This design comes from an exercise in tuning for small area on the open sky130 flow, not from production work. Only simulation tests tie the RTL to the original design; equivalence was not proved. Power and IR drop assume default switching activity. The clock port is modelled as an ideal driver; clocking choices that lean on that would not hold on a real chip.

## lane 2
Design pulse_peak_rate_detector_core, start of the top module:
module pulse_peak_rate_detector_core #(
    parameter int RING_DEPTH = 10
) (
    input  logic                               aclk,
    input  logic                               aresetn,
    input  logic                               s_valid,
    output logic                               s_ready,
    input  logic [pprd_pkg::SAMPLE_W-1:0]      s_sample,
    output logic                               m_valid,
    input  logic                               m_ready,
    output logic [pprd_pkg::RATE_W-1:0]        m_rate,
    output logic [1:0]                         m_event_res,
    output logic [pprd_pkg::SAMPLE_W-1:0]      m_extreme_value,
    output logic                               m_falling_phase,
    input  logic                               cfg_wr_en,
    input  logic [pprd_pkg::CFG_IDX_W-1:0]     cfg_index,
    input  logic [pprd_pkg::CFG_DATA_W-1:0]    cfg_wdata
);
==> flow/config.mk <==
export PLATFORM = sky130hd
export DESIGN_NAME = pulse_peak_rate_detector_core
export DESIGN_NICKNAME = pulse_peak_rate_detector_core
export VERILOG_FILES = /design/flow/design.v
export SDC_FILE = /design/flow/constraint.sdc
export NUM_CORES = 4
export LEC_CHECK = 0
export CAP_MARGIN = 20
export CORE_MARGIN = 2
export CORE_UTILIZATION = 50
export CTS_BUF_LIST = sky130_fd_sc_hd__clkbuf_2 sky130_fd_sc_hd__clkbuf_4 sky130_fd_sc_hd__clkbuf_8
export SLEW_MARGIN = 20
==> flow/constraint.sdc <==
create_clock -name core_clock -period 7.5 [get_ports {aclk}]
set_input_delay 1.5000 -clock core_clock [delete_from_list [all_inputs] [get_ports {aclk}]]
set_output_delay 1.5000 -clock core_clock [all_outputs]
set_load 0.01 [all_outputs]
run.sh (not shown) runs the stock make flow with config.mk's settings and CLKGATE_MAP_FILE= SYNTH_SCRIPT=/design/flow/synth_recipe.tcl, a recipe that flattens the netlist after the stock synthesis.
Every stage of the flow completed for lane 2, and the final layout passed the timing, DRC and antenna checks.
Setup changes, lane 2 to lane 1
diff --git a/flow/config.mk b/flow/config.mk
--- a/flow/config.mk
+++ b/flow/config.mk
@@ -9,4 +9,3 @@
 export CORE_MARGIN = 2
-export CORE_UTILIZATION = 50
-export CTS_BUF_LIST = sky130_fd_sc_hd__clkbuf_2 sky130_fd_sc_hd__clkbuf_4 sky130_fd_sc_hd__clkbuf_8
+export CORE_UTILIZATION = 40
 export SLEW_MARGIN = 20
### Flow results
Lane 1: time the worst path needs with I/O delays and setup 0.032 ns below lane 2
Summary — endpoint arrival time on the critical path, lane 1 relative to lane 2: lower, by 0.04 ns.
Of lane 2 and lane 1, the run reporting the higher wire length of the first global-routing pass was lane 2.


build 6:
Another version of the RTL of pulse_peak_rate_detector_core (not shown whole).
For scale: about 900 cells after synthesis, about 14000 sq um of cells after synthesis.
==> flow/design.v (excerpt) <==
module pulse_peak_rate_detector_core #(
    parameter int RING_DEPTH = 10
) (
    input  logic                               aclk,
    input  logic                               aresetn,
    input  logic                               s_valid,
    output logic                               s_ready,
    input  logic [pprd_pkg::SAMPLE_W-1:0]      s_sample,
    output logic                               m_valid,
    input  logic                               m_ready,
    output logic [pprd_pkg::RATE_W-1:0]        m_rate,
    output logic [1:0]                         m_event_res,
    output logic [pprd_pkg::SAMPLE_W-1:0]      m_extreme_value,
    output logic                               m_falling_phase,
    input  logic                               cfg_wr_en,
    input  logic [pprd_pkg::CFG_IDX_W-1:0]     cfg_index,
    input  logic [pprd_pkg::CFG_DATA_W-1:0]    cfg_wdata
);
export LEC_CHECK = 0
export CAP_MARGIN = 20
export CORE_MARGIN = 2
export CORE_UTILIZATION = 60
export SLEW_MARGIN = 20
create_clock -name core_clock -period 7.5 [get_ports {aclk}]
standard.sh (not shown) runs the stock make flow with config.mk's settings and CLKGATE_MAP_FILE= SYNTH_SCRIPT=/design/flow/synth_recipe.tcl, a recipe that flattens the netlist after the stock synthesis.
==> flow/flow/run.sh <==
#!/bin/bash
# Layout flow: the standard ORFS flow (standard.sh) with two changes:
#  - the port buffers that global placement inserts are the smallest buffer
#    (buf_1) rather than the resizer's default choice;
#  - clock tree synthesis uses clkbuf_16 with sink clusters of up to 35 and no
#    dummy loads at the leaves.
# make's output goes to flow.log here; ORFS keeps each step's log under orfs/logs.
set -euo pipefail
export BUFFER_PORTS_ARGS="-buffer_cell sky130_fd_sc_hd__buf_1"
export CTS_ARGS="-sink_clustering_enable -repair_clock_nets -sink_clustering_size 35 -sink_clustering_max_diameter 90 -buf_list sky130_fd_sc_hd__clkbuf_16 -dont_use_dummy_load"
bash standard.sh > flow.log 2>&1
Modified inputs, build 53 compared to build 6
--- a/flow/flow/run.sh
+++ b/flow/flow/run.sh
@@ -10 +10 @@
-export CTS_ARGS="-sink_clustering_enable -repair_clock_nets -sink_clustering_size 35 -sink_clustering_max_diameter 90 -buf_list sky130_fd_sc_hd__clkbuf_16 -dont_use_dummy_load"
+export CTS_ARGS="-sink_clustering_enable -repair_clock_nets -sink_clustering_size 32 -sink_clustering_max_diameter 100 -buf_list sky130_fd_sc_hd__clkbuf_4 -sink_clustering_buffer sky130_fd_sc_hd__clkbuf_16 -root_buf sky130_fd_sc_hd__clkbuf_4 -dont_use_dummy_load"
Results
- Looking only at power share of the clock group, and setting everything else aside, the lower value of build 53 and build 6 goes to build 53.
- Compared with build 6, in build 53 time the worst path needs with I/O delays and setup moved down, hold slack decreased by 0.054 ns relative to the old numbers, period utilization shows a reduction of 0.20 points.
- Build 6 leaves less setup margin than build 53.
- Build 53 -> build 6: power consumed by combinational cells flat
[inputs] build 5 vs build 53
--- a/flow/flow/run.sh
+++ b/flow/flow/run.sh
@@ -10 +10 @@
-export CTS_ARGS="-sink_clustering_enable -repair_clock_nets -sink_clustering_size 32 -sink_clustering_max_diameter 100 -buf_list sky130_fd_sc_hd__clkbuf_4 -sink_clustering_buffer sky130_fd_sc_hd__clkbuf_16 -root_buf sky130_fd_sc_hd__clkbuf_4 -dont_use_dummy_load"
+export CTS_ARGS="-sink_clustering_enable -repair_clock_nets -sink_clustering_size 34 -sink_clustering_max_diameter 100 -buf_list sky130_fd_sc_hd__clkbuf_16 -root_buf sky130_fd_sc_hd__clkbuf_8 -dont_use_dummy_load"
[summary]
In summary, build 5 completed successfully, with a layout that passed the timing, DRC and antenna checks.
Going from build 53 to build 5, clock tree cell share of total cell area now sits at about the same level, count of different cell masters after synthesis roughly the same.
Worst relative slew slack is higher on build 5
Going from build 53 to build 5, final worst hold slack grows by 0.049 ns.
Diff build 5..build 53 | combinational fraction of design power | negligible
For share of cell area taken by flip-flops and latches, build 5 and build 53 come out practically identical.
Build 5 -> build 53: timing-limited maximum frequency flat
The inputs of build 1 differ from those of build 5 as listed below.
--- a/flow/flow/run.sh
+++ b/flow/flow/run.sh
@@ -5 +5,2 @@
-#  - clock tree synthesis uses clkbuf_16 with sink clusters of up to 35 and no
+#  - clock tree synthesis uses clkbuf_16 with sink clusters of up to 32, a
+#    clkbuf_8 at the root, and no
@@ -10 +11 @@
-export CTS_ARGS="-sink_clustering_enable -repair_clock_nets -sink_clustering_size 34 -sink_clustering_max_diameter 100 -buf_list sky130_fd_sc_hd__clkbuf_16 -root_buf sky130_fd_sc_hd__clkbuf_8 -dont_use_dummy_load"
+export CTS_ARGS="-sink_clustering_enable -repair_clock_nets -sink_clustering_size 32 -sink_clustering_max_diameter 100 -buf_list sky130_fd_sc_hd__clkbuf_16 -root_buf sky130_fd_sc_hd__clkbuf_8 -dont_use_dummy_load"
Notes after the runs:
Summary of build 1 over build 5: fraction of layout instances using a drive strength above 1 essentially unchanged; total routed wirelength essentially unchanged.
Re total internal power: build 1 and build 5 aren't equal, and the lower value belongs to build 5.
Diff build 5 -> build 1: number of fillers in the final layout now sits lower; total non-filler cell area in the finished layout held; final period demand of the worst path moved down; die area held.
Against build 5, build 1 comes in 0.042 ns higher on transition time of the tightest slew-check pin.
Compared to build 5, build 1 has net switching power figure 0.52% higher.
Build 1 -> build 5: total clock network power flat
Final cell count: build 1 vs build 5, no meaningful difference


Another version of the RTL of pulse_peak_rate_detector_core (not shown whole).
Size: roughly 930 cells after synthesis, about 87 I/O pins, about 14,000 sq um of cells after synthesis.
export LEC_CHECK = 0
export CAP_MARGIN = 20
export CORE_MARGIN = 2
export CORE_UTILIZATION = 60
export CTS_BUF_LIST = sky130_fd_sc_hd__clkbuf_8
export CTS_CLUSTER_DIAMETER = 70
export CTS_CLUSTER_SIZE = 18
export SLEW_MARGIN = 20
create_clock -name core_clock -period 7.5 [get_ports {aclk}]
run.sh (not shown) runs the stock make flow with config.mk's settings and CLKGATE_MAP_FILE= SYNTH_SCRIPT=/design/flow/synth_recipe.tcl, a recipe that flattens the netlist after the stock synthesis.
Stock flow here: none of the scripts above is used.
The starting point finished with timing, DRC and antenna clean.
Then changed:
==> flow/flow/run.sh (new file) <==
#!/bin/bash
# Layout flow: the standard ORFS flow (standard.sh) with two changes:
#  - the port buffers that global placement inserts are the smallest buffer
#    (buf_1) rather than the resizer's default choice;
#  - clock tree synthesis uses clkbuf_16 with sink clusters of up to 32 and no
#    dummy loads at the leaves.
# make's output goes to flow.log here; ORFS keeps each step's log under orfs/logs.
set -euo pipefail
export BUFFER_PORTS_ARGS="-buffer_cell sky130_fd_sc_hd__buf_1"
export CTS_ARGS="-sink_clustering_enable -repair_clock_nets -sink_clustering_size 32 -sink_clustering_max_diameter 100 -buf_list sky130_fd_sc_hd__clkbuf_16 -dont_use_dummy_load"
bash standard.sh > flow.log 2>&1
==> flow/standard.sh (new file) <==
#!/bin/bash
# synth_recipe.tcl (not shown) runs the flow's synth.tcl, then flattens the netlist and writes it again
# the make line also repeats each setting of config.mk as NAME=value (left out here)
make -C /OpenROAD-flow-scripts/flow DESIGN_CONFIG=/design/flow/config.mk WORK_HOME=/design/flow/orfs CLKGATE_MAP_FILE= SYNTH_SCRIPT=/design/flow/synth_recipe.tcl "${@:-finish}"
--- a/flow/config.mk
+++ b/flow/config.mk
@@ -9,6 +9,6 @@
 export CORE_MARGIN = 2
 export CORE_UTILIZATION = 60
-export CTS_BUF_LIST = sky130_fd_sc_hd__clkbuf_8
-export CTS_CLUSTER_DIAMETER = 70
-export CTS_CLUSTER_SIZE = 18
+export CTS_BUF_LIST = sky130_fd_sc_hd__clkbuf_16
+export CTS_CLUSTER_DIAMETER = 100
+export CTS_CLUSTER_SIZE = 32
 export SLEW_MARGIN = 20
removed: flow/run.sh
The new run finished clean.
Hold slack improves by 0.021 ns.
Non-clock buffer count drops by 1.
Via count drops by a few percent.
Then changed:
==> flow/run.sh (new file) <==
#!/bin/bash
# synth_recipe.tcl (not shown) runs the flow's synth.tcl, then flattens the netlist and writes it again
# the make line also repeats each setting of config.mk as NAME=value (left out here)
make -C /OpenROAD-flow-scripts/flow DESIGN_CONFIG=/design/flow/config.mk WORK_HOME=/design/flow/orfs CLKGATE_MAP_FILE= SYNTH_SCRIPT=/design/flow/synth_recipe.tcl finish
removed: flow/flow/run.sh
removed: flow/standard.sh
The new run completed with no timing, DRC or antenna violations. Cell count increases by 0.90%. Total power increases by 1.7%. Global-route usage increases by 0.43 points. Worst setup slack loses 0.66 ns. Via count increases by 0.73%. Register-to-register slack gains 0.13 ns. Cell area increases by 3.9%. Clock-buffer cell count increases by 1. Area after synthesis stays the same. Routed wire length increases by 2.6%.

## what the ideal ports hide
How much do the figures lean on ideal ports? The routed layouts below were timed once more, with nothing changed but the port constraints. Step 1 assumes that a clkbuf_16 drives the clock port and a buf_2 every other input. Step 2 moves the port delays by t, midway between the first and last clock arrival at a register: inputs arrive t later, outputs are due t later. That takes back most of the time a late clock gives input paths. a / b / c = ideal / step 1 / step 2; a / b = the first two.
run | shift t [ns] | slack for setup (ns) | hold slack, ns | slew at the worst register clock pin (ns) | pins driven straight from the clock port
lane 2 | 0.625 | 1.916 / 1.939 / 1.314 | 0.294 / 0.294 / 0.294 | 0.07 / 0.07 | 1
lane 1 | 0.607 | 1.948 / 1.972 / 1.365 | 0.316 / 0.316 / 0.316 | 0.06 / 0.06 | 1
build 6 | 0.559 | 3.496 / 3.466 / 3.466 | 0.326 / 0.326 / 0.326 | 0.13 / 0.13 | 1
build 53 | 0.772 | 3.511 / 3.481 / 3.481 | 0.271 / 0.271 / 0.271 | 0.12 / 0.12 | 1
build 5 | 0.612 | 3.502 / 3.472 / 3.472 | 0.320 / 0.320 / 0.320 | 0.12 / 0.12 | 1
build 1 | 0.616 | 3.509 / 3.479 / 3.479 | 0.279 / 0.279 / 0.279 | 0.12 / 0.12 | 1
the first run of note 3 | 0.599 | 3.150 / 3.128 / 3.128 | 0.304 / 0.304 / 0.304 | 0.12 / 0.12 | 1
the second run of note 3 | 0.568 | 3.805 / 3.805 / 3.805 | 0.325 / 0.325 / 0.325 | 0.12 / 0.12 | 1
the third run of note 3 | 0.577 | 3.141 / 3.120 / 3.120 | 0.323 / 0.323 / 0.323 | 0.12 / 0.12 | 1
After both steps every run listed still meets setup and hold. For lane 2, which loses most, drivers alone change the setup slack by +0.023 ns; drivers and shift together by -0.602 ns.
